Context: an optimization exercise on an open-source flow, tuned for small area and a short achievable clock period. The choices shown serve that exercise and are no tape-out recipe.
RTL that was checked went through simulation tests only; none was proved equivalent to the original.
Power figures rest on the tool's default switching activity, not on a simulated workload.

==> v34: inputs <==
==> flow/design.v <==
module axis_boxcar_fir_mc #(
  parameter int CH        = 2,
  parameter int DW_IN     = 32,
  parameter int DW_OUT    = 32,
  parameter int LEN_L_MAX = 6,
  parameter int DECI_W    = 16,
  localparam int LW       = $clog2(LEN_L_MAX + 1)
) (
  input  logic                   a_clk,
  input  logic                   a_reset,
  input  logic [LW-1:0]          len_l,
  input  logic [DECI_W-1:0]      deci,
  input  logic                   next_dv,
  input  logic [CH*DW_IN-1:0]    S_AXIS_tdata,
  input  logic                   S_AXIS_tvalid,
  output logic [CH*DW_OUT-1:0]   M_AXIS_tdata,
  output logic                   M_AXIS_tvalid,
  input  logic                   M_AXIS_tready,
  output logic                   overrun
);
  localparam int DEPTH = 2 ** LEN_L_MAX;
  localparam int FW    = LEN_L_MAX + 1;
  localparam int SW    = DW_IN + LEN_L_MAX;
  localparam int NL    = LEN_L_MAX + 1;
  function automatic logic [SW-1:0] sx(input logic [DW_IN-1:0] v);
    sx = {{LEN_L_MAX{v[DW_IN-1]}}, v};
  endfunction
  logic [CH*DW_IN-1:0]       line_r [DEPTH];
  logic [FW-1:0]             fill_r;
  logic                      full_r;
  logic                      almost_r;
  logic [DECI_W-1:0]         dcnt_r;
  logic                      dz_r;
  logic [LW-1:0]             len_q_r;
  logic [NL-1:0]             lsel_r;
  logic [DECI_W-1:0]         deci_q_r;
  logic [SW-1:0]             as_r    [CH];
  logic [SW-1:0]             ac_r    [CH];
  logic                      s1_vld_r;
  logic [LW-1:0]             len_c_s;
  logic [NL-1:0]             lsel_s;
  logic                      accept_s;
  logic [LW-1:0]             len_x_s;
  logic                      restart_s;
  logic [FW-1:0]             winq_s;
  logic                      step_nr_s;
  logic                      emit_nr_s;
  logic                      dle1_s;
  logic                      dle2_s;
  logic                      step_rs_s;
  logic                      emit_rs_s;
  logic [FW-1:0]             fill_n_s;
  logic                      full_n_s;
  logic                      almost_n_s;
  logic [DECI_W-1:0]         dcnt_n_s;
  logic                      dz_n_s;
  logic                      emit_s;
  logic [SW-1:0]             bias_s;
  logic [SW-1:0]             old_s   [CH];
  logic [SW-1:0]             y_s     [CH];
  logic [SW-1:0]             x_s     [CH];
  logic [SW-1:0]             s1_s    [CH];
  logic [SW-1:0]             c1_s    [CH];
  logic [SW-1:0]             c1s_s   [CH];
  logic [SW-1:0]             s2_s    [CH];
  logic [SW-1:0]             c2_s    [CH];
  logic [SW-1:0]             as_n_s  [CH];
  logic [SW-1:0]             ac_n_s  [CH];
  logic [SW-1:0]             tot_s   [CH];
  logic [CH*DW_OUT-1:0]      out_s;
  logic                      load_s;
  always_comb begin
    if (len_l > LW'(LEN_L_MAX)) begin
      len_c_s = LW'(LEN_L_MAX);
    end else begin
      len_c_s = len_l;
    end
    for (int l = 0; l < NL; l++) begin
      lsel_s[l] = (len_c_s == LW'(l));
    end
    accept_s  = S_AXIS_tvalid & next_dv;
    len_x_s   = len_l ^ len_q_r;
    restart_s = len_x_s[2] || len_x_s[1] || (len_x_s[0] && !lsel_r[LEN_L_MAX])
             || (deci != deci_q_r);
    bias_s    = '0;
    bias_s[LEN_L_MAX-1] = !lsel_s[0];
    dle1_s = (deci <= DECI_W'(1));
    dle2_s = (deci <= DECI_W'(2));
  end
  always_comb begin
    winq_s    = FW'(1) << len_q_r;
    step_nr_s = accept_s && (full_r || almost_r);
    emit_nr_s = step_nr_s && dz_r;
    step_rs_s = accept_s && lsel_s[0];
    emit_rs_s = step_rs_s && dle1_s;
    if (restart_s) begin
      fill_n_s   = accept_s ? FW'(1) : FW'(0);
      full_n_s   = accept_s && lsel_s[0];
      almost_n_s = accept_s ? lsel_s[1] : lsel_s[0];
      if (step_rs_s && !dle1_s) begin
        dcnt_n_s = DECI_W'(2);
        dz_n_s   = dle2_s;
      end else begin
        dcnt_n_s = DECI_W'(1);
        dz_n_s   = dle1_s;
      end
      emit_s     = emit_rs_s;
    end else begin
      if (accept_s && !full_r) begin
        fill_n_s   = fill_r + FW'(1);
        full_n_s   = almost_r;
        almost_n_s = (fill_r + FW'(2) == winq_s);
      end else begin
        fill_n_s   = fill_r;
        full_n_s   = full_r;
        almost_n_s = almost_r;
      end
      if (step_nr_s) begin
        if (dz_r) begin
          dcnt_n_s = DECI_W'(1);
          dz_n_s   = (deci_q_r <= DECI_W'(1));
        end else begin
          dcnt_n_s = dcnt_r + DECI_W'(1);
          dz_n_s   = (dcnt_r + DECI_W'(1) == deci_q_r);
        end
      end else begin
        dcnt_n_s = dcnt_r;
        dz_n_s   = dz_r;
      end
      emit_s     = emit_nr_s;
    end
  end
  always_comb begin
    for (int c = 0; c < CH; c++) begin
      old_s[c] = '0;
      x_s[c]   = '0;
      for (int l = 0; l < NL; l++) begin
        old_s[c] = old_s[c]
                 | ((sx(line_r[(1 << l) - 1][c*DW_IN +: DW_IN]) << (LEN_L_MAX - l))
                    & {SW{lsel_r[l]}});
        x_s[c]   = x_s[c]
                 | ((sx(S_AXIS_tdata[c*DW_IN +: DW_IN]) << (LEN_L_MAX - l))
                    & {SW{lsel_s[l]}});
      end
    end
  end
  always_comb begin
    for (int c = 0; c < CH; c++) begin
      y_s[c]   = full_r ? ~old_s[c] : '0;
      s1_s[c]  = as_r[c] ^ ac_r[c] ^ y_s[c];
      c1_s[c]  = (as_r[c] & ac_r[c]) | (as_r[c] & y_s[c]) | (ac_r[c] & y_s[c]);
      c1s_s[c] = {c1_s[c][SW-2:0], full_r};
      s2_s[c]  = s1_s[c] ^ c1s_s[c] ^ x_s[c];
      c2_s[c]  = (s1_s[c] & c1s_s[c]) | (s1_s[c] & x_s[c]) | (c1s_s[c] & x_s[c]);
      if (restart_s) begin
        as_n_s[c] = accept_s ? x_s[c] : '0;
        ac_n_s[c] = bias_s;
      end else if (accept_s) begin
        as_n_s[c] = s2_s[c];
        ac_n_s[c] = {c2_s[c][SW-2:0], 1'b0};
      end else begin
        as_n_s[c] = as_r[c];
        ac_n_s[c] = ac_r[c];
      end
    end
  end
  always_comb begin
    for (int c = 0; c < CH; c++) begin
      tot_s[c] = as_r[c] + ac_r[c];
      out_s[c*DW_OUT +: DW_OUT] = DW_OUT'(tot_s[c][LEN_L_MAX +: DW_IN]);
    end
    load_s = s1_vld_r && !restart_s;
  end
  always_ff @(posedge a_clk) begin
    if (accept_s) begin
      line_r[0] <= S_AXIS_tdata;
      for (int i = 1; i < DEPTH; i++) begin
        line_r[i] <= line_r[i-1];
      end
    end
  end
  always_ff @(posedge a_clk) begin
    if (a_reset) begin
      fill_r        <= '0;
      full_r        <= 1'b0;
      almost_r      <= 1'b1;
      dcnt_r        <= DECI_W'(1);
      dz_r          <= 1'b1;
      len_q_r       <= '0;
      lsel_r        <= NL'(1);
      deci_q_r      <= '0;
      s1_vld_r      <= 1'b0;
      M_AXIS_tdata  <= '0;
      M_AXIS_tvalid <= 1'b0;
      overrun       <= 1'b0;
      for (int c = 0; c < CH; c++) begin
        as_r[c] <= '0;
        ac_r[c] <= '0;
      end
    end else begin
      len_q_r  <= len_c_s;
      lsel_r   <= lsel_s;
      deci_q_r <= deci;
      fill_r   <= fill_n_s;
      full_r   <= full_n_s;
      almost_r <= almost_n_s;
      dcnt_r   <= dcnt_n_s;
      dz_r     <= dz_n_s;
      s1_vld_r <= emit_s;
      for (int c = 0; c < CH; c++) begin
        as_r[c] <= as_n_s[c];
        ac_r[c] <= ac_n_s[c];
      end
      if (load_s) begin
        M_AXIS_tdata  <= out_s;
        M_AXIS_tvalid <= 1'b1;
        if (M_AXIS_tvalid && !M_AXIS_tready) begin
          overrun <= 1'b1;
        end
      end else if (M_AXIS_tvalid && M_AXIS_tready) begin
        M_AXIS_tvalid <= 1'b0;
      end
    end
  end
endmodule
==> flow/flow/run.sh <==
#!/bin/bash
# Standard ORFS layout with a few repair knobs changed: resizing may swap cells
# of different footprints, ports are buffered with a plain buffer cell, and the
# setup repair aims at the given slack margin.
set -euo pipefail
bash standard.sh MATCH_CELL_FOOTPRINT=0 "BUFFER_PORTS_ARGS=-buffer_cell sky130_fd_sc_hd__buf_4" SETUP_SLACK_MARGIN=5.6 finish > make_finish.log 2>&1
==> flow/standard.sh <==
#!/bin/bash
# synth_recipe.tcl (not shown) runs the flow's synth.tcl, then flattens the netlist and writes it again
# the make line also repeats each setting of config.mk as NAME=value (left out here)
make -C /OpenROAD-flow-scripts/flow DESIGN_CONFIG=/design/flow/config.mk WORK_HOME=/design/flow/orfs CLKGATE_MAP_FILE= SYNTH_SCRIPT=/design/flow/synth_recipe.tcl "${@:-finish}"
==> flow/config.mk <==
export PLATFORM = sky130hd
export DESIGN_NAME = axis_boxcar_fir_mc
export DESIGN_NICKNAME = axis_boxcar_fir_mc
export VERILOG_FILES = /design/flow/design.v
export SDC_FILE = /design/flow/constraint.sdc
export NUM_CORES = 4
export LEC_CHECK = 0
export CAP_MARGIN = 20
export CORE_MARGIN = 2
export CORE_UTILIZATION = 56
export CTS_CLUSTER_DIAMETER = 90
export CTS_CLUSTER_SIZE = 28
export SLEW_MARGIN = 20
export SYNTH_MEMORY_MAX_BITS = 8192
export TNS_END_PERCENT = 10
==> flow/constraint.sdc <==
create_clock -name core_clock -period 8.5 [get_ports {a_clk}]
set_input_delay 1.7000 -clock core_clock [delete_from_list [all_inputs] [get_ports {a_clk}]]
set_output_delay 1.7000 -clock core_clock [all_outputs]
set_load 0.01 [all_outputs]
==> v30 (differences from v34) <==
--- a/flow/design.v
+++ b/flow/design.v
@@ -61,2 +61,3 @@
   logic [SW-1:0]             x_s     [CH];
+  logic [SW-1:0]             xn_s    [CH];
   logic [SW-1:0]             s1_s    [CH];
@@ -136,2 +137,3 @@
       x_s[c]   = '0;
+      xn_s[c]  = '0;
       for (int l = 0; l < NL; l++) begin
@@ -141,2 +143,5 @@
         x_s[c]   = x_s[c]
+                 | ((sx(S_AXIS_tdata[c*DW_IN +: DW_IN]) << (LEN_L_MAX - l))
+                    & {SW{lsel_r[l]}});
+        xn_s[c]  = xn_s[c]
                  | ((sx(S_AXIS_tdata[c*DW_IN +: DW_IN]) << (LEN_L_MAX - l))
@@ -155,3 +160,3 @@
       if (restart_s) begin
-        as_n_s[c] = accept_s ? x_s[c] : '0;
+        as_n_s[c] = accept_s ? xn_s[c] : '0;
         ac_n_s[c] = bias_s;
CORE_UTILIZATION = 40   (was 56)
TNS_END_PERCENT = unset   (was 10)
==> qor summary <==
quantity	v30	v34
Highest ir drop seen on vdd	0.168 mV	0.213 mV
Share of cell area taken by flip-flops and latches	0.756	0.786
Synthesis warning total	16	15
Design internal power	29.0 mW	28.8 mW
Count of fill cells added during filler insertion	30200	17500
Multi-input gate share of total cell area	0.129	0.114
Sequential element share of the synthesized area	0.868	0.880
Crit path buf inv count	1	3
Required time of the critical path	6.80 ns	9.23 ns
Clock buf count	238	212
Placement-stage cell area	155000 sq um	152000 sq um
Period utilization	0.381	0.378
Proportion of power drawn by flip-flops and latches	0.671	0.680
Die outline width	612 microns	515 microns
Outcome	no timing/DRC/antenna violations	no timing/DRC/antenna violations
Global-route met1 utilization	0.233	0.326
Count of multi-input gates	2562	2388
Global-route track usage on met3	0.0299	0.0336
Largest net degree at the start of global routing	105	217
Number of global-route vias before repair	64400	60200
Height of the die	612 microns	515 microns
Worst clock skew on the final layout	0.0527 ns	0.0371 ns
Xor-xnor portion of the synthesized cell area	0.00651	0.00660
Worst hold slack across all endpoints	0.380 ns	0.405 ns
Detailed route wirelength on metal2	137000 microns	129000 microns
For v30, only the layout was checked, not whether the RTL still works.

==> static timing again, ports no longer ideal <==
Ports are ideal in the flow. The routed layouts listed here were re-timed in OpenROAD. Step 1: set_driving_cell puts a clkbuf_16 on a_clk and a buf_2 on each other input, an assumption about the parent block. Step 2 adds t to the input delays and takes it off the output delays; t is the mean of the earliest and latest rising clock arrival at the registers after step 1. Input paths then give back, and output paths get back, about the clock's delay inside the block. Three values: ideal, step 1, step 2; two values: the first two.
| run | t, ns | setup WS [ns] | hold WS [ns] | pins driven straight from the clock port |
|---|---|---|---|---|
| v34 | 0.966 | 5.291 / 5.134 / 4.169 | 0.405 / 0.405 / 0.405 | 1 |
| v30 | 1.006 | 5.262 / 5.151 / 4.175 | 0.380 / 0.380 / 0.380 | 1 |
After both steps setup and hold are still met in every run listed. For v34, which loses most, drivers alone change the setup slack by -0.157 ns; drivers and shift together by -1.122 ns.
